Background: an optimization exercise with open tools, aiming at small area, a short achievable clock period and few clock cycles. Do not read the settings as production practice.
The RTL was checked by simulation tests, not by an equivalence proof against the original design.
Power and IR drop assume default switching activity.

## flow/design.v (module list and top-level ports; edited modules follow where they fit)
// module register_file: 39 lines
// module mul_div_unit: 133 lines
// module add_bk32: 130 lines
// module add_bk33: 134 lines
// module add_bk64: 256 lines
// module inc_sk32: 120 lines
// module mul_core: 500 lines
// module exec_core: 105 lines
module exec_core (
    input  wire         clk,
    input  wire         rst,
    input  wire         issue_valid,
    input  wire  [32:0] issue,         
    output logic        issue_credit,
    output logic [38:0] commit         
);
  // ...
==> flow/run.sh <==
#!/bin/bash
# synth_recipe.tcl (not shown) runs the flow's synth.tcl, then flattens the netlist and writes it again
# the make line also repeats each setting of config.mk as NAME=value (left out here)
make -C /OpenROAD-flow-scripts/flow DESIGN_CONFIG=/design/flow/config.mk WORK_HOME=/design/flow/orfs CLKGATE_MAP_FILE= SYNTH_SCRIPT=/design/flow/synth_recipe.tcl finish
==> flow/config.mk <==
export PLATFORM = sky130hd
export DESIGN_NAME = exec_core
export DESIGN_NICKNAME = exec_core
export VERILOG_FILES = /design/flow/design.v
export SDC_FILE = /design/flow/constraint.sdc
export NUM_CORES = 4
export LEC_CHECK = 0
export ABC_AREA = 1
export CAP_MARGIN = 20
export CORE_MARGIN = 2
export CORE_UTILIZATION = 55
export SLEW_MARGIN = 20
==> flow/constraint.sdc <==
create_clock -name core_clock -period 90.0 [get_ports {clk}]
set_input_delay 18.0000 -clock core_clock [delete_from_list [all_inputs] [get_ports {clk}]]
set_output_delay 18.0000 -clock core_clock [all_outputs]
set_load 0.01 [all_outputs]
==> flow_metrics.env, run 1 <==
export IMPL_crit_reg2reg_launch="e_q[26]"
export IMPL_power_share_clock_pct=19.9
export IMPL_non_clock_inverter_count=1070
export IMPL_power_clock_total_w=0.000598
export IMPL_detailroute_wirelength_met3_um=61400
export IMPL_fmaxAchievable_ghz=0.0507
export IMPL_clock_tree_area_fraction_pct=5.05
export IMPL_syn_area_mm2=0.0863
export IMPL_post_drt_via_cell_ratio=6.87
export IMPL_met2_wirelength_um=167000
export IMPL_run_status="timing/DRC/antenna clean"
export IMPL_area_share_nonclk_buffers_pct=2.91
export IMPL_hold_path_end="issue_credit"
export IMPL_design_final_nets=10400
export IMPL_design_internal_power_w=0.00161
export IMPL_cellLeakagePower_nw=39.4
export IMPL_core_area_mm2=0.156
export IMPL_number_of_antenna_violations_at_the_first_check_in_global_routing=29
export IMPL_placement_setup_worst_slack_ns=70.71
export IMPL_post_cts_resize_count=0
export IMPL_placedCellCount=11700
export IMPL_seq_area_frac_synth_pct=42.5
export IMPL_route_layer_met1_wl_um=135000
export IMPL_seq_area_mm2=0.0366
export IMPL_seqPwrFrac_pct=27.7
export IMPL_mostFrequentLayoutCell="nand2_1"
export IMPL_register_with_the_most_flip_flops="rf_i.regs_n"
export IMPL_endpoint="issue_credit"
export IMPL_hold_slack_ns=0.461
export IMPL_syn_mean_instance_area_um2=8.86
export IMPL_min_path_type="register to register"
Testbench counts, summed over its fixed seeds: cycles 15,730.
==> module mul_div_unit, before the edit <==
module mul_div_unit (
    input  wire        clk,
    input  wire        rst,
    input  wire        run,           
    input  wire [2:0]  op,            
    input  wire [31:0] a,
    input  wire [31:0] b,
    output logic       last,          
    output logic [31:0] result
);
    localparam int DK = 2;             
    localparam int DW = 32 + DK - 1;   
    logic          busy;      
    logic [5:0]    cnt;
    logic [63:0]   st;
    logic [DW-1:0] dreg;
    logic        a_sg, b_sg, swap;
    logic [32:0] a33, b33, mx, my;
    logic [1:0]  na, nb, nc, mc;
    logic [42:0] yext;
    logic [14:0] w;
    logic [63:0] pm;
    logic [31:0] mul_res;
    logic        mul_last;
    function automatic logic [1:0] nchunks(input logic [32:0] v);
        if (&v[32:13] || !(|v[32:13]))      nchunks = 2'd1;
        else if (&v[32:27] || !(|v[32:27])) nchunks = 2'd2;
        else                                nchunks = 2'd3;
    endfunction
    assign a_sg = (op[1:0] != 2'b11);        
    assign b_sg = !op[1];                    
    assign a33  = {a_sg & a[31], a};
    assign b33  = {b_sg & b[31], b};
    assign na   = nchunks(a33);
    assign nb   = nchunks(b33);
    assign swap = (na < nb);
    assign mx   = swap ? b33 : a33;
    assign my   = swap ? a33 : b33;
    assign nc   = swap ? na : nb;
    assign mc   = busy ? cnt[1:0] : (nc - 2'd1);    
    assign yext = {{9{my[32]}}, my, 1'b0};
    always_comb begin
        case (mc)
            2'd0:    w = yext[14:0];
            2'd1:    w = yext[28:14];
            default: w = yext[42:28];
        endcase
    end
    mul_core mul_i (.x(mx), .w(w), .acc(st[49:0]), .acc_en(busy), .p(pm));
    assign mul_res  = (op[1:0] == 2'b00) ? pm[31:0] : pm[63:32];
    assign mul_last = (mc == 2'd0);
    logic          d_sg, an, bn, bz, sd, one, qbit, setup;
    logic [33:0]   a34, b34, r34;
    logic [34:0]   t35;
    logic [31:0]   ua, ub, q1, r1;
    logic [5:0]    la, lb, diff, p;
    logic [DW-1:0] dsh;
    logic [31:0]   r [DK+1];
    logic [DK-1:0] qb;
    logic [31:0]   qn, rq, rn;
    logic          d_last, d_quo, d_neg;
    logic [31:0]   div_res;
    function automatic logic [5:0] bitlen(input logic [31:0] v);
        bitlen = 6'd0;
        for (int i = 0; i < 32; i++) begin
            if (v[i]) bitlen = 6'(i + 1);
        end
    endfunction
    assign d_sg  = !op[0];                   
    assign an    = d_sg & a[31];
    assign bn    = d_sg & b[31];
    assign sd    = an ^ bn;                  
    assign bz    = (b == 32'd0);
    assign d_quo = !op[1];                   
    assign a34  = {{2{an}}, a};
    assign b34  = {{2{bn}}, b};
    assign r34  = sd ? (a34 + b34) : (a34 - b34);
    assign t35  = sd ? ({a34[33], a34} + {b34, 1'b0}) : ({a34[33], a34} - {b34, 1'b0});
    assign one  = bz || (an ? (!t35[34] && (t35 != 35'd0)) : t35[34]);    
    assign qbit = an ? (r34[33] || (r34 == 34'd0)) : !r34[33];           
    assign q1   = bz ? 32'hffff_ffff : (qbit ? (sd ? 32'hffff_ffff : 32'd1) : 32'd0);
    assign r1   = (qbit && !bz) ? r34[31:0] : a;
    inc_sk32 neg_a (.v(a ^ {32{an}}), .ci(an), .s(ua));
    inc_sk32 neg_b (.v(b ^ {32{bn}}), .ci(bn), .s(ub));
    assign la    = bitlen(ua);
    assign lb    = bitlen(ub);
    assign diff  = la - lb;                  
    assign p     = diff | 6'(DK - 1);
    assign dsh   = DW'(ub) << p;
    assign setup = !busy && !one;
    assign r[0] = st[31:0];
    for (genvar j = 0; j < DK; j++) begin : g_row
        logic [DW-1:0] dj;
        logic [32:0]   df;
        assign dj = dreg >> j;
        assign df = {1'b0, r[j]} - {1'b0, dj[31:0]};
        assign qb[DK-1-j] = !(|dj[DW-1:32]) && !df[32];
        assign r[j+1] = qb[DK-1-j] ? df[31:0] : r[j];
    end
    assign qn     = {st[63-DK:32], qb};
    assign d_last = busy ? (cnt < 6'(DK)) : one;
    assign d_neg  = d_quo ? sd : an;
    assign rq     = d_quo ? qn : r[DK];
    inc_sk32 neg_r (.v(rq ^ {32{d_neg}}), .ci(d_neg), .s(rn));
    assign div_res = busy ? rn : (d_quo ? q1 : r1);
    assign last   = op[2] ? d_last : mul_last;
    assign result = op[2] ? div_res : mul_res;
    always_ff @(posedge clk) begin
        if (rst) begin
            busy <= 1'b0;
        end else begin
            busy <= run && !last;
        end
    end
    always_ff @(posedge clk) begin
        if (run) begin
            if (op[2]) begin
                if (setup) begin
                    cnt  <= p;
                    dreg <= dsh;
                    st   <= {32'd0, ua};
                end else begin
                    cnt  <= cnt - 6'(DK);
                    dreg <= dreg >> DK;
                    st   <= {qn, r[DK]};
                end
            end else begin
                cnt <= {4'd0, mc - 2'd1};
                st  <= {14'd0, pm[49:0]};
            end
        end
    end
endmodule
==> module exec_core, before the edit <==
module exec_core (
    input  wire         clk,
    input  wire         rst,
    input  wire         issue_valid,
    input  wire  [32:0] issue,         
    output logic        issue_credit,
    output logic [38:0] commit         
);
    logic [31:0] e_q, b_q;
    logic        e_v, b_v;
    logic        skip;       
    logic        xc;         
    logic [3:0]  op;
    logic [4:0]  rs1, rs2, rd;
    logic        we;
    logic [11:0] imm;
    assign op  = e_q[31:28];
    assign rs1 = e_q[27:23];
    assign rs2 = e_q[22:18];
    assign rd  = e_q[17:13];
    assign we  = e_q[12];
    assign imm = e_q[11:0];
    logic [31:0] a, b, res;
    logic        wr_en;
    register_file rf_i (
        .clk(clk), .rst(rst), .ra1(rs1), .ra2(rs2), .rd1(a), .rd2(b),
        .we(wr_en), .wa(rd), .wd(res)
    );
    logic        is_md, is_beq, inv, eq, lt;
    logic [31:0] y, sum, alu_res;
    assign is_md  = op[3];
    assign is_beq = (op == 4'd7);
    assign inv    = (op == 4'd1) || (op == 4'd5) || (op == 4'd7);   
    assign y      = (op == 4'd6) ? {{20{imm[11]}}, imm} : b;
    add_bk32 alu_add (.a(a), .b(y ^ {32{inv}}), .ci(inv), .s(sum), .co());
    assign eq     = (sum == 32'd0);
    assign lt     = (a[31] != b[31]) ? a[31] : sum[31];
    always_comb begin
        case (op[2:0])
            3'd2:    alu_res = a & b;
            3'd3:    alu_res = a | b;
            3'd4:    alu_res = a ^ b;
            3'd5:    alu_res = {31'd0, lt};
            3'd7:    alu_res = 32'd0;
            default: alu_res = sum;           
        endcase
    end
    logic        md_run, md_last;
    logic [31:0] md_res;
    assign md_run = e_v && is_md && !skip;
    mul_div_unit md_i (
        .clk(clk), .rst(rst), .run(md_run), .op(op[2:0]), .a(a), .b(b),
        .last(md_last), .result(md_res)
    );
    logic e_done, e_exec, e_free;
    assign e_done = e_v && (skip || !is_md || md_last);
    assign e_exec = e_done && !skip;
    assign e_free = !e_v || e_done;
    assign res    = is_md ? md_res : alu_res;
    assign wr_en  = e_exec && we && !is_beq && (rd != 5'd0);
    always_ff @(posedge clk) begin
        if (rst) begin
            commit[38] <= 1'b0;
        end else begin
            commit[38] <= e_exec;
        end
    end
    always_ff @(posedge clk) begin
        if (e_exec) begin
            commit[37:33] <= rd;
            commit[32]    <= we && !is_beq;
            commit[31:0]  <= (rd == 5'd0) ? 32'd0 : res;
        end
    end
    always_ff @(posedge clk) begin
        if (rst) begin
            skip <= 1'b0;
        end else if (e_done) begin
            skip <= !skip && is_beq && eq;
        end
    end
    always_ff @(posedge clk) begin
        if (rst) begin
            e_v <= 1'b0;
            b_v <= 1'b0;
        end else if (e_free) begin
            e_v <= b_v || issue_valid;
            b_v <= b_v && issue_valid;
        end else if (issue_valid) begin
            b_v <= 1'b1;
        end
    end
    always_ff @(posedge clk) begin
        if (e_free) begin
            e_q <= b_v ? b_q : issue[31:0];
        end
        if (issue_valid) begin
            b_q <= issue[31:0];
        end
    end
    always_ff @(posedge clk) begin
        xc           <= rst;
        issue_credit <= !rst && (e_done || xc);
    end
endmodule
==> run 2, diff against run 1 <==
--- a/flow/design.v
+++ b/flow/design.v
@@ -49,6 +49,8 @@
     input  wire [2:0]  op,            
     input  wire [31:0] a,
     input  wire [31:0] b,
+    input  wire [31:0] add_s,         
+    input  wire        add_co,        
     output logic       last,          
     output logic [31:0] result
 );
@@ -93,9 +95,8 @@
     mul_core mul_i (.x(mx), .w(w), .acc(st[49:0]), .acc_en(busy), .p(pm));
     assign mul_res  = (op[1:0] == 2'b00) ? pm[31:0] : pm[63:32];
     assign mul_last = (mc == 2'd0);
-    logic          d_sg, an, bn, bz, sd, one, qbit, setup;
-    logic [33:0]   a34, b34, r34;
-    logic [34:0]   t35;
+    logic          d_sg, an, bn, bz, sd, one, qbit, setup, y33, c33;
+    logic [33:0]   r34;
     logic [31:0]   ua, ub, q1, r1;
     logic [5:0]    la, lb, diff, p;
     logic [DW-1:0] dsh;
@@ -116,11 +117,9 @@
     assign sd    = an ^ bn;                  
     assign bz    = (b == 32'd0);
     assign d_quo = !op[1];                   
-    assign a34  = {{2{an}}, a};
-    assign b34  = {{2{bn}}, b};
-    assign r34  = sd ? (a34 + b34) : (a34 - b34);
-    assign t35  = sd ? ({a34[33], a34} + {b34, 1'b0}) : ({a34[33], a34} - {b34, 1'b0});
-    assign one  = bz || (an ? (!t35[34] && (t35 != 35'd0)) : t35[34]);    
+    assign y33  = bn ^ !sd;
+    assign c33  = (an & y33) | (an & add_co) | (y33 & add_co);
+    assign r34  = {an ^ y33 ^ c33, an ^ y33 ^ add_co, add_s};
     assign qbit = an ? (r34[33] || (r34 == 34'd0)) : !r34[33];           
     assign q1   = bz ? 32'hffff_ffff : (qbit ? (sd ? 32'hffff_ffff : 32'd1) : 32'd0);
     assign r1   = (qbit && !bz) ? r34[31:0] : a;
@@ -128,6 +127,7 @@
     inc_sk32 neg_b (.v(b ^ {32{bn}}), .ci(bn), .s(ub));
     assign la    = bitlen(ua);
     assign lb    = bitlen(ub);
+    assign one   = bz || (la <= lb);        
     assign diff  = la - lb;                  
     assign p     = diff | 6'(DK - 1);
     assign dsh   = DW'(ub) << p;
@@ -1349,13 +1349,14 @@
         .clk(clk), .rst(rst), .ra1(rs1), .ra2(rs2), .rd1(a), .rd2(b),
         .we(wr_en), .wa(rd), .wd(res)
     );
-    logic        is_md, is_beq, inv, eq, lt;
+    logic        is_md, is_beq, inv, eq, lt, sdiff, co;
     logic [31:0] y, sum, alu_res;
     assign is_md  = op[3];
     assign is_beq = (op == 4'd7);
-    assign inv    = (op == 4'd1) || (op == 4'd5) || (op == 4'd7);   
+    assign sdiff  = !op[0] && (a[31] ^ b[31]);
+    assign inv    = (op[3:2] == 2'b11) ? !sdiff : ((op == 4'd1) || (op == 4'd5) || (op == 4'd7));
     assign y      = (op == 4'd6) ? {{20{imm[11]}}, imm} : b;
-    add_bk32 alu_add (.a(a), .b(y ^ {32{inv}}), .ci(inv), .s(sum), .co());
+    add_bk32 alu_add (.a(a), .b(y ^ {32{inv}}), .ci(inv), .s(sum), .co(co));
     assign eq     = (sum == 32'd0);
     assign lt     = (a[31] != b[31]) ? a[31] : sum[31];
     always_comb begin
@@ -1373,6 +1374,7 @@
     assign md_run = e_v && is_md && !skip;
     mul_div_unit md_i (
         .clk(clk), .rst(rst), .run(md_run), .op(op[2:0]), .a(a), .b(b),
+        .add_s(sum), .add_co(co),
         .last(md_last), .result(md_res)
     );
     logic e_done, e_exec, e_free;
==> flow/flow/run.sh (new file) <==
#!/bin/bash
set -euo pipefail
bash standard.sh "BUFFER_PORTS_ARGS=-buffer_cell sky130_fd_sc_hd__buf_2" finish > standard_flow.log 2>&1
==> flow/standard.sh (new file) <==
#!/bin/bash
# synth_recipe.tcl (not shown) runs the flow's synth.tcl, then flattens the netlist and writes it again
# the make line also repeats each setting of config.mk as NAME=value (left out here)
make -C /OpenROAD-flow-scripts/flow DESIGN_CONFIG=/design/flow/config.mk WORK_HOME=/design/flow/orfs CLKGATE_MAP_FILE= SYNTH_SCRIPT=/design/flow/synth_recipe.tcl "${@:-finish}"
--- a/flow/config.mk
+++ b/flow/config.mk
@@ -8,5 +8,5 @@
 export ABC_AREA = 1
 export CAP_MARGIN = 20
 export CORE_MARGIN = 2
-export CORE_UTILIZATION = 55
+export CORE_UTILIZATION = 45
 export SLEW_MARGIN = 20
removed: flow/run.sh
==> run 2 against run 1 <==
  * Still clean
  * Clock-buffer cell count rose by 2
  * Global-route usage fell by 4.4 points
  * Wire length rose by 8.6%
  * Non-clock buffer count rose by 51
  * Critical path type unchanged
  * Largest cell class unchanged
  * Largest power group unchanged
  * Highest routed layer unchanged
==> flow_metrics.env, run 2 <==
export IMPL_run_status="timing/DRC/antenna clean"
export IMPL_start_kind="register"
export IMPL_grt_pass1_vias=75200
export IMPL_register_with_the_most_flip_flops="rf_i.regs_n"
export IMPL_synthMuxAreaShare_pct=0.0596
export IMPL_synth_most_common_cell="nand2_1"
export IMPL_synth_largest_area_cell="edfxtp_1"
export IMPL_synth_adder_area_share_pct=9.72
export IMPL_setup_tns_final_ns=0
export IMPL_synth_edf_count=1195
export IMPL_critPathCaptureType="primary output"
export IMPL_final_layout_size_suffix_gt1_share_pct=9.24
export IMPL_drv_cap=0
export IMPL_floorplan_die_area_mm2=0.190
export IMPL_critical_path_required_ns=72.00
export IMPL_combinational_family_with_the_most_area_after_synthesis="simple AND/OR/NAND/NOR gates"
export IMPL_critical_path_max_stage_delay_ns=0.38
export IMPL_largest_reg_flops=992
export IMPL_grt_pass1_wl_um=601000
export IMPL_core_area_mm2=0.185
export IMPL_minimum_clock_period_ns=19.34
export IMPL_ant_nets=0
export IMPL_htree_num_levels=4
export IMPL_finalWorstSetupSlack_ns=70.66
export IMPL_cp_data_arrival_time_ns=1.34
export IMPL_worst_setup_path_startpoint="commit[8]"
export IMPL_worstRegToRegCells=63
export IMPL_worst_path_dominant_cell_family="flip-flops"
export IMPL_drc=0
export IMPL_ir_drop_mv=0.0606
export IMPL_crit_cells=1
export IMPL_yosys_area_share_simple_pct=20.7
export IMPL_clock_buffer_count_from_cts=142
export IMPL_slew_viol_final=0
export IMPL_dp_final_hpwl_um=284000
export IMPL_number_of_primary_i_o_pins=76
export IMPL_final_period_utilization_pct=21.5
export IMPL_synthesis_yosys_warnings=4
export IMPL_grt_remaining_overflow=0
export IMPL_critical_path_cell_list="buf_2"
export IMPL_wl_per_cell_um=35.6
export IMPL_syn_mean_instance_area_um2=8.61
export IMPL_grt_max_degree=62
export IMPL_synthArstFlopShare_pct=0
export IMPL_post_drt_via_cell_ratio=6.54
export IMPL_netlist_top_cells_count="nand2_1 (2081), inv_1 (1231), edfxtp_1 (1195)"
export IMPL_globalRouteTotalUtil_pct=45.5
export IMPL_number_of_antenna_violations_at_the_first_check_in_global_routing=51
export IMPL_rrSetupSlack_ns=72.26
export IMPL_initial_utilization_pct=45.3
export IMPL_post_synth_main_area_contributors="edfxtp_1 (43%), nand2_1 (9.3%), fa_1 (5.6%), inv_1 (5.5%), xor2_1 (4.3%)"
export IMPL_worst_skew_pair_late_latency_ns=0.85
export IMPL_floorplan_rows=158
export IMPL_finClkSkew_ns=0.0906
export IMPL_design_final_nets=10400
export IMPL_synth_lib_cells_used_distinct=81
export IMPL_worst_slew_margin_rel_pct=17.9
export IMPL_grt_setup_unrepaired="false"
export IMPL_syn_area_mm2=0.0840
export IMPL_crit_slowest_cell="edfxtp_1"
export IMPL_buffer_ports_inserted=74
export IMPL_drt_pass1_iter_count=10
export IMPL_fp_dieW_um=436
export IMPL_gp_congestion=1.02
export IMPL_synth_compound_gate_area_share_pct=12.6
export IMPL_yosys_most_used_dff="edfxtp_1"
export IMPL_chipHeight_um=436
export IMPL_clockRootBuffer="clkbuf_16"
export IMPL_worstPathMaxFanout=1
export IMPL_min_path_type="register to register"
export IMPL_crit_reg2reg_launch="e_q[26]"
export IMPL_largestRegisters="rf_i.regs_n x992, md_i.st x62, commit x39"
export IMPL_placement_setup_worst_slack_ns=70.88
export IMPL_timing_hold_violations_final=0
export IMPL_cts_sink_count=1233
export IMPL_number_of_failing_setup_endpoints_in_the_final_timing_report=0
export IMPL_mostFrequentLayoutCell="nand2_1"
export IMPL_final_core_utilization_pct=50.3
export IMPL_clock_tree_from_tritoncts="yes"
export IMPL_worst_slew_pin_slew_ns=1.23
export IMPL_hold_slack_ns=0.441
export IMPL_cellLeakagePower_nw=39.1
export IMPL_maximum_clock_path_buffer_count=3
export IMPL_synth_xor_area_share_pct=5.18
export IMPL_worstReg2RegEnd="commit[14]"
export IMPL_cts_hold_fix_buffers=0
export IMPL_instance_count_of_the_mapped_netlist=9753
export IMPL_worst_path_buf_inv=1
export IMPL_power_per_cell_area_mw_per_mm2=28.7
export IMPL_criticalPathCategory="register to primary output"
export IMPL_post_cts_repair_setup_buffers=0
export IMPL_drt_initial_drc_count=15100
export IMPL_syn_num_nets=10300
export IMPL_routed_wl_um=444000
export IMPL_endpoint="commit[8]"
export IMPL_fmaxAchievable_ghz=0.0517
export IMPL_seq_area_frac_synth_pct=43.6
export IMPL_clkTransAtPathRegs_ns=0.06
export IMPL_synth_ff_latch_count=1233
export IMPL_layout_cells_most_common_list="nand2_1 (2077), inv_1 (1229), edfxtp_1 (1195), nor2_1 (802), o21ai_0 (606)"
export IMPL_post_cts_resize_count=0
export IMPL_synth_top_cell_area_share_pct=42.7
export IMPL_area_growth_pct=11.0
export IMPL_via_count=81500
==> run 2: cell types whose count changed in the layout (fill, tap and decap cells not counted), sizes merged, moves of 41 or more <==
cell and delta:
buf +124, nor2 -77, nand3 +90, o22ai -360
clkdlybuf4s50 -74, inv +205, o21ai +209, nand3b +89
xnor2 -41, nand2 +177, or2 -92, nor3 -71
ha -63
==> run 2: final cells by class <==
class / count / area [um^2]
repair buffers: 390 / 2800
multi-input cells: 6795 / 41200
flip-flops and latches: 1233 / 36600
clock inverters: 88 / 938
inverters: 1280 / 4810
well taps: 2480 / 3100
clock buffers: 170 / 3660
diodes: 39 / 97.6
fillers: 17800 / 92200
==> run 2: stage by stage <==
| step | instance area, um^2 | power (W) | cells |
|---|---|---|---|
| floorplan | 84000 | 0.00151 | 9753 |
| global placement | 88400 | 0.00204 | 12200 |
| detailed placement | 88400 | 0.00206 | 12200 |
| CTS | 93000 | 0.00264 | 12400 |
| global route | 93200 | 0.00276 | 12400 |
| finish | 93200 | 0.00267 | 12500 |
==> run 2: logic make-up after synthesis <==
kind of cell | after synthesis
buffers and inverters | 1725
adders and majority gates | 513
muxes | 5
and+or+nand+nor | 4007
AOI/OAI and AO/OA | 1775
xor gates and xnor gates | 495
DFF | 1233
==> run 2: worst min path at each step <==
stage,cells after the start,start,to
final,2,xc,issue_credit
after global routing,2,xc,issue_credit
after floorplan,2,xc,issue_credit
after detailed placement,2,xc,issue_credit
after global placement,2,xc,issue_credit
after CTS,2,xc,issue_credit
==> run 2: power breakdown <==
group	switching [W]	internal [W]	total, W
Clock	0.000267	0.000319	0.000586
Sequential	0.0000170	0.000780	0.000797
Combinational	0.000923	0.000368	0.00129
Total	0.00121	0.00147	0.00267
==> run 2: routing by layer <==
metal / track usage (%) / up-vias / share of wire (%)
met5: 0.882 / - / 0.098
met4: 38.2 / 36 / 10
met3: 17.3 / 2160 / 15
met2: 65.5 / 7278 / 41
met1: 53.4 / 38800 / 34
li1: - / 33300 / -
Testbench counts of run 2, summed over its fixed seeds: cycles 15,744.
==> run 3, diff against run 2 <==
--- a/flow/design.v
+++ b/flow/design.v
@@ -157,7 +157,7 @@
         end
     end
     always_ff @(posedge clk) begin
-        if (run) begin
+        begin
             if (op[2]) begin
                 if (setup) begin
                     cnt  <= p;
@@ -1391,11 +1391,9 @@
         end
     end
     always_ff @(posedge clk) begin
-        if (e_exec) begin
-            commit[37:33] <= rd;
-            commit[32]    <= we && !is_beq;
-            commit[31:0]  <= (rd == 5'd0) ? 32'd0 : res;
-        end
+        commit[37:33] <= rd;
+        commit[32]    <= we && !is_beq;
+        commit[31:0]  <= (rd == 5'd0) ? 32'd0 : res;
     end
     always_ff @(posedge clk) begin
         if (rst) begin
@@ -1419,7 +1417,7 @@
         if (e_free) begin
             e_q <= b_v ? b_q : issue[31:0];
         end
-        if (issue_valid) begin
+        if (!b_v || e_free) begin
             b_q <= issue[31:0];
         end
     end
--- a/flow/config.mk
+++ b/flow/config.mk
@@ -9,4 +9,6 @@
 export CAP_MARGIN = 20
 export CORE_MARGIN = 2
 export CORE_UTILIZATION = 45
+export CTS_CLUSTER_DIAMETER = 100
+export CTS_CLUSTER_SIZE = 25
 export SLEW_MARGIN = 20
==> run 3 against run 2 <==
  * Synthesized cell count fell by 1.9%
  * Global-route usage fell by 1.0 points
  * Wire length decreased by 4.4%
  * First-iteration DRC count is 10% lower
  * Clock-buffer cell count fell by 74
  * Register-to-register slack better by 1.2 ns
  * Critical endpoint is now commit[22]
  * Largest power group unchanged
==> flow_metrics.env, run 3 <==
export IMPL_minimum_clock_period_ns=19.22
export IMPL_mostFrequentLayoutCell="nand2_1"
export IMPL_largest_reg_flops=992
export IMPL_number_of_primary_i_o_pins=76
export IMPL_cellLeakagePower_nw=36.8
export IMPL_crit_slowest_cell="dfxtp_1"
export IMPL_syn_area_mm2=0.0825
export IMPL_ant_nets=0
export IMPL_worst_path_dominant_cell_family="flip-flops"
export IMPL_criticalPathCategory="register to primary output"
export IMPL_layout_cells_most_common_list="nand2_1 (1952), inv_1 (1132), edfxtp_1 (1090), nor2_1 (854), o21ai_0 (705)"
export IMPL_floorplan_die_area_mm2=0.187
export IMPL_drv_cap=0
export IMPL_synth_ff_latch_count=1233
export IMPL_drc=0
export IMPL_worst_setup_path_startpoint="commit[22]"
export IMPL_dp_final_hpwl_um=271000
export IMPL_initial_utilization_pct=45.2
export IMPL_worst_skew_pair_late_latency_ns=0.79
export IMPL_design_final_nets=10100
export IMPL_synthesis_yosys_warnings=4
export IMPL_cp_data_arrival_time_ns=1.22
export IMPL_synth_edf_count=1090
export IMPL_seq_area_frac_synth_pct=43.1
export IMPL_stdcell_count=12000
export IMPL_post_drt_via_cell_ratio=6.51
export IMPL_post_cts_repair_setup_buffers=0
export IMPL_power_share_clock_pct=14.0
export IMPL_yosys_most_used_dff="edfxtp_1"
export IMPL_worst_slew_margin_rel_pct=15.1
export IMPL_drt_initial_drc_count=13600
export IMPL_core_area_mm2=0.183
export IMPL_seqPwrFrac_pct=29.8
export IMPL_worst_path_buf_inv=1
export IMPL_clkTransAtPathRegs_ns=0.10
export IMPL_synthArstFlopShare_pct=0
export IMPL_clock_tree_from_tritoncts="yes"
export IMPL_fmaxAchievable_ghz=0.0520
export IMPL_grt_setup_unrepaired="false"
export IMPL_critical_path_cell_list="buf_2"
export IMPL_critPathCaptureType="primary output"
export IMPL_floorplan_rows=157
export IMPL_grt_max_degree=69
export IMPL_grt_pass1_wl_um=574000
export IMPL_start_kind="register"
export IMPL_min_path_type="register to register"
export IMPL_ir_drop_mv=0.0765
export IMPL_run_status="timing/DRC/antenna clean"
export IMPL_clock_buffer_count_from_cts=67
export IMPL_clockRootBuffer="clkbuf_16"
export IMPL_chipHeight_um=432
export IMPL_area_growth_pct=7.76
export IMPL_via_count=78400
export IMPL_htree_num_levels=3
export IMPL_gp_congestion=1.04
export IMPL_post_synth_main_area_contributors="edfxtp_1 (40%), nand2_1 (8.9%), fa_1 (5.7%), inv_1 (5.2%), o21ai_0 (4.4%)"
export IMPL_register_with_the_most_flip_flops="rf_i.regs_n"
export IMPL_buffer_ports_inserted=74
export IMPL_critical_path_max_stage_delay_ns=0.32
export IMPL_finClkSkew_ns=0.0894
export IMPL_placedCellCount=11900
export IMPL_instance_count_of_the_mapped_netlist=9570
export IMPL_slew_viol_final=0
export IMPL_grt_pass1_vias=72100
export IMPL_min_delay_start="md_i.st[51]"
export IMPL_wl_per_cell_um=35.3
export IMPL_worstPathMaxFanout=1
export IMPL_final_layout_size_suffix_gt1_share_pct=8.69
export IMPL_fp_dieW_um=432
export IMPL_synth_most_common_cell="nand2_1"
export IMPL_comb_power_share_pct=56.2
export IMPL_synth_lib_cells_used_distinct=87
export IMPL_cts_hold_fix_buffers=0
export IMPL_grt_remaining_overflow=0
export IMPL_switchingPower_w=0.00130
export IMPL_setup_tns_final_ns=0
export IMPL_crit_reg2reg_launch="e_q[24]"
export IMPL_routed_wl_um=424000
export IMPL_syn_mean_instance_area_um2=8.62
export IMPL_synth_largest_area_cell="edfxtp_1"
export IMPL_critical_path_required_ns=72.00
export IMPL_post_cts_resize_count=0
export IMPL_netlist_top_cells_count="nand2_1 (1958), inv_1 (1133), edfxtp_1 (1090)"
export IMPL_number_of_antenna_violations_at_the_first_check_in_global_routing=32
export IMPL_globalRouteTotalUtil_pct=44.5
export IMPL_number_of_failing_setup_endpoints_in_the_final_timing_report=0
export IMPL_synth_top_cell_area_share_pct=39.7
export IMPL_worst_slew_pin_slew_ns=1.27
export IMPL_cts_sink_count=1233
export IMPL_syn_num_nets=10100
export IMPL_drt_pass1_iter_count=7
export IMPL_power_per_cell_area_mw_per_mm2=30.1
export IMPL_design_internal_power_w=0.00137
export IMPL_final_period_utilization_pct=21.4
export IMPL_maximum_clock_path_buffer_count=3
export IMPL_largestRegisters="rf_i.regs_n x992, md_i.st x62, commit x39"
export IMPL_timing_hold_violations_final=0
export IMPL_power_switching_share_pct=48.7
## run 3: cell count changes after synthesis, moves of 50 or more
cell      delta
dfxtp_1    +105
edfxtp_1   -105
inv_1       -98
nand2_1    -123
nand3_1    -127
nor2_1      +50
o21ai_0     +99
## run 3: worst reg2reg max path, delay by kind of cell (launching register included)
kind,cells,cell delay [ns]
and+or+nand+nor,24,4.78
buffers and inverters,11,3.53
AOI/OAI and AO/OA,14,3.48
adders and majority gates,8,3.39
DFF,1,0.61
xor gates and xnor gates,2,0.56
## run 3: layer usage
metal | vias up | global-route usage (%) | part of all wire [%]
li1 | 32400 | - | -
met1 | 37200 | 53.7 | 34
met2 | 6827 | 63.6 | 41
met3 | 1909 | 15.2 | 15
met4 | 22 | 37.6 | 11
met5 | - | 0.312 | 0.065
## run 3: per-stage QoR
| step | instance area (um^2) | utilization (%) | setup WS [ns] | hold slack, ns | total power [W] |
|---|---|---|---|---|---|
| floorplan | 82500 | - | 71.25 | 0.346 | 0.00165 |
| global placement | 86500 | 47.4 | 70.97 | 0.423 | 0.00224 |
| detailed placement | 86500 | 47.4 | 70.97 | 0.422 | 0.00226 |
| CTS | 88800 | 48.6 | 70.76 | 0.409 | 0.00263 |
| global route | 88900 | 48.6 | 70.75 | 0.416 | 0.00279 |
| finish | 88900 | 48.7 | 70.78 | 0.419 | 0.00267 |
## run 3: power groups by stage
stage	logic, W	clock network, W	registers, W
after global routing	0.00160	0.000389	0.000799
after floorplan	0.000846	0	0.000802
after global placement	0.00143	0	0.000810
after CTS	0.00146	0.000372	0.000798
after detailed placement	0.00145	0	0.000811
final	0.00150	0.000375	0.000798
## run 3: area by class of cell
class	count	area, um^2
inverters	1187	4470
repair buffers	370	2650
clock buffers	96	1830
multi-input cells	6710	40900
well taps	2385	2980
flip-flops and latches	1233	35600
clock inverters	24	399
diodes	27	67.6
fillers	17600	93800
## run 3: worst paths after layout
path / to / slack, ns / cells past startpoint
setup / recovery: commit[22] / 70.78 / 1
hold reg to reg: md_i.st[53] / 0.42 / 2
setup reg to reg: commit[14] / 73.46 / 59
hold / removal: md_i.st[53] / 0.42 / 2
## run 3: cells by family after synthesis
family | synth area share [%]
AND/OR/NAND/NOR | 20.3
multiplexers | 0.0485
flip-flops | 43.1
AO/OA/AOI/OAI | 13.3
adder cells (fa/ha/maj) | 9.90
XOR/XNOR | 5.30
buffers and inverters | 7.99
Testbench counts of run 3, summed over its fixed seeds: cycles 15,744.
==> run 4, diff against run 3 <==
==> flow/run.sh (new file) <==
#!/bin/bash
# synth_recipe.tcl (not shown) runs the flow's synth.tcl, then flattens the netlist and writes it again
# the make line also repeats each setting of config.mk as NAME=value (left out here)
make -C /OpenROAD-flow-scripts/flow DESIGN_CONFIG=/design/flow/config.mk WORK_HOME=/design/flow/orfs CLKGATE_MAP_FILE= SYNTH_SCRIPT=/design/flow/synth_recipe.tcl finish
removed: flow/flow/run.sh
removed: flow/standard.sh
==> run 4 against run 3 <==
  * Still clean on timing, DRC and antenna
  * Critical path depth unchanged
  * Final area increased by 0.20%
  * Clock-buffer cell count unchanged
  * Die area unchanged
  * Synthesized cell count unchanged
  * Clock power decreased by 8.0%
  * Sequential share of layout area decreased by 0.081 points
  * Combinational power about the same
  * Clock skew decreased by 0.026 ns
  * Setup slack got worse by 0.48 ns
  * Critical path type unchanged
  * Critical endpoint is now commit[26]
  * Largest cell class unchanged
  * Largest power group unchanged
==> flow_metrics.env, run 4 <==
export IMPL_yosys_area_share_simple_pct=20.3
export IMPL_drv_cap=0
export IMPL_fmaxAchievable_ghz=0.0508
export IMPL_worst_skew_pair_late_latency_ns=0.84
export IMPL_final_period_utilization_pct=21.9
export IMPL_synthMuxAreaShare_pct=0.0485
export IMPL_crit_slowest_cell="clkdlybuf4s50_1"
export IMPL_run_status="timing/DRC/antenna clean"
export IMPL_maximum_clock_path_buffer_count=3
export IMPL_setup_tns_final_ns=0
export IMPL_post_cts_resize_count=0
export IMPL_worstPathMaxFanout=1
export IMPL_clkTransAtPathRegs_ns=0.11
export IMPL_timing_hold_violations_final=0
export IMPL_synth_lib_cells_used_distinct=87
export IMPL_critical_path_cell_list="clkdlybuf4s50_1"
export IMPL_clockRootBuffer="clkbuf_16"
export IMPL_total_power_draw_w=0.00265
export IMPL_syn_num_nets=10100
export IMPL_initial_utilization_pct=45.2
export IMPL_worst_slew_margin_rel_pct=8.90
export IMPL_design_final_nets=10100
export IMPL_cellLeakagePower_nw=36.6
export IMPL_grt_pass1_vias=71700
export IMPL_worst_path_dominant_cell_family="buffers and inverters"
export IMPL_layout_cells_most_common_list="nand2_1 (1952), inv_1 (1133), edfxtp_1 (1090), nor2_1 (853), o21ai_0 (705)"
export IMPL_grtUsageMet2_pct=63.1
export IMPL_drt_pass1_iter_count=11
export IMPL_drt_initial_drc_count=14500
export IMPL_finClkSkew_ns=0.0634
export IMPL_synth_adder_area_share_pct=9.90
export IMPL_floorplan_die_area_mm2=0.187
export IMPL_worst_slew_pin_slew_ns=1.37
export IMPL_ant_nets=0
export IMPL_design_internal_power_w=0.00135
export IMPL_worst_path_buf_inv=1
export IMPL_placedCellCount=11900
export IMPL_globalRouteTotalUtil_pct=44.1
export IMPL_clock_buffer_count_from_cts=61
export IMPL_worstRegToRegCells=57
export IMPL_cts_sink_count=1233
export IMPL_register_with_the_most_flip_flops="rf_i.regs_n"
export IMPL_placement_setup_worst_slack_ns=70.74
export IMPL_busiest_layer="met2"
export IMPL_number_of_failing_setup_endpoints_in_the_final_timing_report=0
export IMPL_final_layout_size_suffix_gt1_share_pct=7.78
export IMPL_htree_num_levels=2
export IMPL_slew_viol_final=0
export IMPL_floorplan_rows=157
export IMPL_gp_congestion=1.02
export IMPL_comb_power_share_pct=56.9
export IMPL_drc=0
export IMPL_synth_most_common_cell="nand2_1"
export IMPL_switchingPower_w=0.00129
export IMPL_mostFrequentLayoutCell="nand2_1"
export IMPL_synthArstFlopShare_pct=0
export IMPL_area_growth_pct=7.98
export IMPL_synth_compound_gate_area_share_pct=13.3
export IMPL_critPathCaptureType="primary output"
export IMPL_grt_setup_unrepaired="false"
export IMPL_minimum_clock_period_ns=19.70
export IMPL_number_of_antenna_violations_at_the_first_check_in_global_routing=31
export IMPL_post_drt_via_cell_ratio=6.55
export IMPL_ir_drop_mv=0.0718
export IMPL_start_kind="register"
export IMPL_buffer_ports_inserted=74
export IMPL_crit_cells=1
export IMPL_seq_area_frac_synth_pct=43.1
export IMPL_critical_path_max_stage_delay_ns=0.53
export IMPL_netlist_top_cells_count="nand2_1 (1958), inv_1 (1133), edfxtp_1 (1090)"
export IMPL_largestRegisters="rf_i.regs_n x992, md_i.st x62, commit x39"
export IMPL_synth_ff_latch_count=1233
export IMPL_yosys_most_used_dff="edfxtp_1"
export IMPL_power_switching_share_pct=48.9
export IMPL_post_synth_main_area_contributors="edfxtp_1 (40%), nand2_1 (8.9%), fa_1 (5.7%), inv_1 (5.2%), o21ai_0 (4.4%)"
export IMPL_hold_path_cell_count=2
export IMPL_power_share_clock_pct=13.0
export IMPL_synth_edf_count=1090
export IMPL_final_fill_count=17400
export IMPL_synth_xor_area_share_pct=5.30
export IMPL_grt_max_degree=64
export IMPL_largest_reg_flops=992
export IMPL_combinational_family_with_the_most_area_after_synthesis="simple AND/OR/NAND/NOR gates"
export IMPL_instance_count_of_the_mapped_netlist=9570
export IMPL_stdcell_count=12000
export IMPL_number_of_primary_i_o_pins=76
export IMPL_power_per_cell_area_mw_per_mm2=29.7
export IMPL_finalWorstSetupSlack_ns=70.30
export IMPL_fp_dieW_um=432
export IMPL_critical_path_required_ns=72.00
export IMPL_post_cts_repair_setup_buffers=0
export IMPL_chipHeight_um=432
export IMPL_groute_layer_met3_usage_pct=16.1
export IMPL_routed_wl_um=422000
export IMPL_min_path_type="register to register"
export IMPL_clock_tree_from_tritoncts="yes"
export IMPL_dp_final_hpwl_um=270000
export IMPL_criticalPathCategory="register to primary output"
export IMPL_grt_pass1_wl_um=572000
export IMPL_cts_hold_fix_buffers=0
export IMPL_synthesis_yosys_warnings=4
export IMPL_core_area_mm2=0.183
export IMPL_synth_largest_area_cell="edfxtp_1"
export IMPL_via_count=78800
export IMPL_seqPwrFrac_pct=30.1
export IMPL_synth_top_cell_area_share_pct=39.7
export IMPL_grt_met1_usage_pct=52.5
export IMPL_cp_data_arrival_time_ns=1.70
export IMPL_syn_area_mm2=0.0825
export IMPL_wl_per_cell_um=35.1
export IMPL_grt_remaining_overflow=0
export IMPL_syn_mean_instance_area_um2=8.62
export IMPL_final_core_utilization_pct=48.8
==> run 4: cell counts after synthesis <==
Identical to the previous run, type by type.
==> run 4: power by group through the flow <==
stage	Clock (W)	Combinational, W	Sequential [W]
after floorplan	0	0.000846	0.000802
after CTS	0.000342	0.00147	0.000796
after detailed placement	0	0.00146	0.000809
after global routing	0.000359	0.00160	0.000797
after global placement	0	0.00144	0.000808
final	0.000345	0.00151	0.000797
==> run 4: final cells by class <==
cell class                 count  area (um^2)  area share [%]
antenna                       37         92.6           0.104
clock buffer                  96         1670            1.87
clock inverter                17          284           0.319
inverter                    1187         4470            5.01
multi-input combinational   6710        40900            45.9
sequential                  1233        35600            40.0
tap                         2385         2980            3.35
timing repair buffer         370         3080            3.46
==> run 4: kinds of logic after synthesis <==
logic type      count (synthesis)
simple gates                 3833
compound gates               1863
buf+inv                      1627
flops                        1233
fa+ha+maj                     513
xor+xnor                      497
mux                             4
==> run 4: layer usage <==
metal	vias up	wire, um
met5	-	235
met4	30	45300
met3	1998	62200
met2	7033	172000
met1	37300	143000
li1	32400	-
==> run 4: final timing paths <==
path | start | endpoint | slack (ns)
worst max-delay path | commit[26] | commit[26] | 70.30
worst min-delay path | md_i.st[55] | md_i.st[57] | 0.43
worst max register to register | e_q[19] | commit[20] | 72.20
worst min register to register | md_i.st[55] | md_i.st[57] | 0.43
==> run 4: through the flow <==
step           cell area, um^2  hold slack [ns]
2_1_floorplan            82500            0.346
3_3_place_gp             86900            0.420
3_5_place_dp             86900            0.420
4_1_cts                  88900            0.408
5_1_grt                  89000            0.448
6_report                 89100            0.434
==> run 5, diff against run 4 <==
--- a/flow/design.v
+++ b/flow/design.v
@@ -157,21 +157,19 @@
         end
     end
     always_ff @(posedge clk) begin
-        begin
-            if (op[2]) begin
-                if (setup) begin
-                    cnt  <= p;
-                    dreg <= dsh;
-                    st   <= {32'd0, ua};
-                end else begin
-                    cnt  <= cnt - 6'(DK);
-                    dreg <= dreg >> DK;
-                    st   <= {qn, r[DK]};
-                end
+        if (op[2]) begin
+            if (setup) begin
+                cnt  <= p;
+                dreg <= dsh;
+                st   <= {32'd0, ua};
             end else begin
-                cnt <= {4'd0, mc - 2'd1};
-                st  <= {14'd0, pm[49:0]};
+                cnt  <= cnt - 6'(DK);
+                dreg <= dreg >> DK;
+                st   <= {qn, r[DK]};
             end
+        end else begin
+            cnt <= {4'd0, mc - 2'd1};
+            st  <= {14'd0, pm[49:0]};
         end
     end
 endmodule
==> flow/flow/run.sh (new file) <==
#!/bin/bash
set -euo pipefail
bash standard.sh "BUFFER_PORTS_ARGS=-buffer_cell sky130_fd_sc_hd__buf_2" finish > standard_flow.log 2>&1
==> flow/standard.sh (new file) <==
#!/bin/bash
# synth_recipe.tcl (not shown) runs the flow's synth.tcl, then flattens the netlist and writes it again
# the make line also repeats each setting of config.mk as NAME=value (left out here)
make -C /OpenROAD-flow-scripts/flow DESIGN_CONFIG=/design/flow/config.mk WORK_HOME=/design/flow/orfs CLKGATE_MAP_FILE= SYNTH_SCRIPT=/design/flow/synth_recipe.tcl "${@:-finish}"
--- a/flow/config.mk
+++ b/flow/config.mk
@@ -10,5 +10,5 @@
 export CORE_MARGIN = 2
 export CORE_UTILIZATION = 45
 export CTS_CLUSTER_DIAMETER = 100
-export CTS_CLUSTER_SIZE = 25
+export CTS_CLUSTER_SIZE = 20
 export SLEW_MARGIN = 20
removed: flow/run.sh
==> run 5 against run 4 <==
  * Die area unchanged
  * Combinational power about the same
  * Total power increased by 1.6%
  * Critical path depth unchanged
  * Register-to-register slack improved by 1.2 ns
  * Wire length increased by 0.66%
  * Hold slack improved by 0.0058 ns
  * Synthesized area unchanged
  * Still clean on timing, DRC and antenna
  * Global-route usage increased by 0.37 points
==> flow_metrics.env, run 5 <==
export IMPL_mostFrequentLayoutCell="nand2_1"
export IMPL_synthMuxAreaShare_pct=0.0485
export IMPL_min_path_type="register to register"
export IMPL_seq_area_frac_synth_pct=43.1
export IMPL_slew_viol_final=0
export IMPL_routed_wl_um=425000
export IMPL_yosys_most_used_dff="edfxtp_1"
export IMPL_final_fill_count=17600
export IMPL_synthArstFlopShare_pct=0
export IMPL_synth_top_cell_area_share_pct=39.7
export IMPL_design_final_nets=10100
export IMPL_worstPathMaxFanout=1
export IMPL_start_kind="register"
export IMPL_synth_lib_cells_used_distinct=87
export IMPL_finClkSkew_ns=0.0639
export IMPL_clock_buffer_count_from_cts=77
export IMPL_grt_remaining_overflow=0
export IMPL_criticalPathCategory="register to primary output"
export IMPL_post_synth_main_area_contributors="edfxtp_1 (40%), nand2_1 (8.9%), fa_1 (5.7%), inv_1 (5.2%), o21ai_0 (4.4%)"
export IMPL_worst_slew_pin_slew_ns=1.30
export IMPL_final_period_utilization_pct=21.4
export IMPL_wl_per_cell_um=35.3
export IMPL_largest_reg_flops=992
export IMPL_grt_setup_unrepaired="false"
export IMPL_maximum_clock_path_buffer_count=3
export IMPL_gp_congestion=1.04
export IMPL_number_of_antenna_violations_at_the_first_check_in_global_routing=36
export IMPL_netlist_top_cells_count="nand2_1 (1958), inv_1 (1133), edfxtp_1 (1090)"
export IMPL_minimum_clock_period_ns=19.22
export IMPL_total_area_of_multi_input_combinational_cells_mm2=0.0409
export IMPL_cellLeakagePower_nw=36.9
export IMPL_yosys_area_share_simple_pct=20.3
export IMPL_clock_tree_from_tritoncts="yes"
export IMPL_run_status="timing/DRC/antenna clean"
export IMPL_drt_pass1_iter_count=9
export IMPL_grt_pass1_vias=72200
export IMPL_stdcell_count=12000
export IMPL_worst_slew_margin_rel_pct=13.2
export IMPL_core_area_mm2=0.183
export IMPL_largestRegisters="rf_i.regs_n x992, md_i.st x62, commit x39"
export IMPL_number_of_primary_i_o_pins=76
export IMPL_syn_mean_instance_area_um2=8.62
export IMPL_seq_area_mm2=0.0356
export IMPL_post_cts_repair_setup_buffers=0
export IMPL_worst_path_buf_inv=1
export IMPL_combinational_family_with_the_most_area_after_synthesis="simple AND/OR/NAND/NOR gates"
export IMPL_critical_path_cell_list="buf_2"
export IMPL_synth_xor_area_share_pct=5.30
export IMPL_ir_drop_mv=0.0796
export IMPL_crit_slowest_cell="dfxtp_1"
export IMPL_chipHeight_um=432
export IMPL_syn_num_nets=10100
export IMPL_cp_data_arrival_time_ns=1.22
export IMPL_synth_ff_latch_count=1233
export IMPL_layout_cells_most_common_list="nand2_1 (1952), inv_1 (1132), edfxtp_1 (1090), nor2_1 (854), o21ai_0 (705)"
export IMPL_drv_cap=0
export IMPL_instance_count_of_the_mapped_netlist=9570
export IMPL_timing_hold_violations_final=0
export IMPL_globalRouteTotalUtil_pct=44.5
export IMPL_final_layout_size_suffix_gt1_share_pct=8.73
export IMPL_floorplan_die_area_mm2=0.187
export IMPL_buffer_ports_inserted=74
export IMPL_synth_edf_count=1090
export IMPL_critical_path_required_ns=72.00
export IMPL_grt_pass1_wl_um=575000
export IMPL_htree_num_levels=3
export IMPL_area_growth_pct=7.97
export IMPL_setup_tns_final_ns=0
export IMPL_placedCellCount=11900
export IMPL_worst_path_dominant_cell_family="flip-flops"
export IMPL_clockRootBuffer="clkbuf_16"
export IMPL_floorplan_rows=157
export IMPL_post_cts_resize_count=0
export IMPL_synth_largest_area_cell="edfxtp_1"
export IMPL_grt_max_degree=69
export IMPL_cts_hold_fix_buffers=0
export IMPL_dp_final_hpwl_um=271000
export IMPL_clkTransAtPathRegs_ns=0.10
export IMPL_fp_dieW_um=432
export IMPL_synthesis_yosys_warnings=4
export IMPL_worst_skew_pair_late_latency_ns=0.79
export IMPL_drt_initial_drc_count=13800
export IMPL_register_with_the_most_flip_flops="rf_i.regs_n"
export IMPL_rrSetupSlack_ns=73.44
export IMPL_post_drt_via_cell_ratio=6.54
export IMPL_critical_path_max_stage_delay_ns=0.32
export IMPL_via_count=78800
export IMPL_synth_most_common_cell="nand2_1"
export IMPL_drc=0
export IMPL_synth_adder_area_share_pct=9.90
export IMPL_synth_compound_gate_area_share_pct=13.3
export IMPL_critPathCaptureType="primary output"
export IMPL_cts_sink_count=1233
export IMPL_syn_area_mm2=0.0825
export IMPL_fmaxAchievable_ghz=0.0520
export IMPL_initial_utilization_pct=45.2
export IMPL_ant_nets=0
export IMPL_power_per_cell_area_mw_per_mm2=30.2
export IMPL_number_of_failing_setup_endpoints_in_the_final_timing_report=0
==> run 5: cell counts after synthesis <==
No cell type changed its count.
==> run 5: power by group <==
group          leakage [nW]  internal (W)  switching, W
combinational          24.7      0.000444       0.00106
sequential             11.1      0.000770     0.0000283
clock                  1.16      0.000173      0.000219
==> run 5: cell type report <==
type / count / share of cell area, %
diodes: 21 / 0.0590
clock buffers: 121 / 2.39
clock inverters: 20 / 0.327
inverters: 1187 / 5.01
multi-input cells: 6710 / 45.9
flip-flops and latches: 1233 / 40.0
well taps: 2385 / 3.35
repair buffers: 370 / 2.98
==> run 5: logic make-up (layout without fill, tap and decap cells) <==
kind of cell    count (synthesis)  after routing
simple gates                 3833           3833
compound gates               1863           1863
buf+inv                      1627           1698
flops                        1233           1233
other cells                     0             21
fa+ha+maj                     513            513
xor+xnor                      497            497
mux                             4              4
==> run 5: through the flow <==
stage	total power [W]	setup WS, ns	hold slack [ns]	utilization, %	instance area (um^2)
2_1_floorplan	0.00165	71.25	0.346	-	82500
3_3_place_gp	0.00224	70.97	0.423	47.4	86500
3_5_place_dp	0.00226	70.97	0.422	47.4	86500
4_1_cts	0.00265	70.74	0.428	48.7	89000
5_1_grt	0.00280	70.76	0.442	48.7	89000
6_report	0.00269	70.78	0.440	48.8	89100
==> run 5: routing by layer <==
metal  track usage [%]  up-vias  part of all wire, %
met3              15.4     1952                   15
met2              63.4     7009                   41
met5             0.104        -                0.051
met1              53.5    37400                   34
met4              38.4       26                   11
li1                  -    32400                    -
==> run 5: worst paths after layout <==
check                           depth (start not counted)     endpoint         from
worst max-delay path                                    1   commit[11]   commit[11]
worst min-delay path                                    2  md_i.st[57]  md_i.st[55]
worst max register to register                         59   commit[14]      e_q[24]
worst min register to register                          2  md_i.st[57]  md_i.st[55]
Testbench counts of run 5, summed over its fixed seeds: cycles 15,744.

==> what the ideal ports hide <==
In the flow no input, the clock included, has a driving cell. The finished layouts below were timed again as built, in two steps. Step 1, drivers: a clkbuf_16 drives clk and a buf_2 each remaining input, both assumed. Step 2 adds t to the input delays and takes it off the output delays; t is the mean of the earliest and latest rising clock arrival at the registers after step 1. Input paths then give back, and output paths get back, about the clock's delay inside the block. Slacks: ideal / step 1 / step 2; pairs: ideal / step 1.
| run | t, ns | setup WS [ns] | latest minus earliest clock arrival (ns) | pins driven straight from the clock port |
|---|---|---|---|---|
| run 1 | 0.915 | 70.263 / 70.174 / 70.672 | 0.102 / 0.102 | 1 |
| run 2 | 0.893 | 70.657 / 70.568 / 70.840 | 0.091 / 0.091 | 1 |
| run 3 | 0.834 | 70.781 / 70.691 / 70.934 | 0.089 / 0.090 | 1 |
| run 4 | 0.895 | 70.297 / 70.213 / 70.746 | 0.063 / 0.064 | 1 |
| run 5 | 0.844 | 70.777 / 70.690 / 70.940 | 0.064 / 0.064 | 1 |
After both steps setup and hold are still met in every run listed.
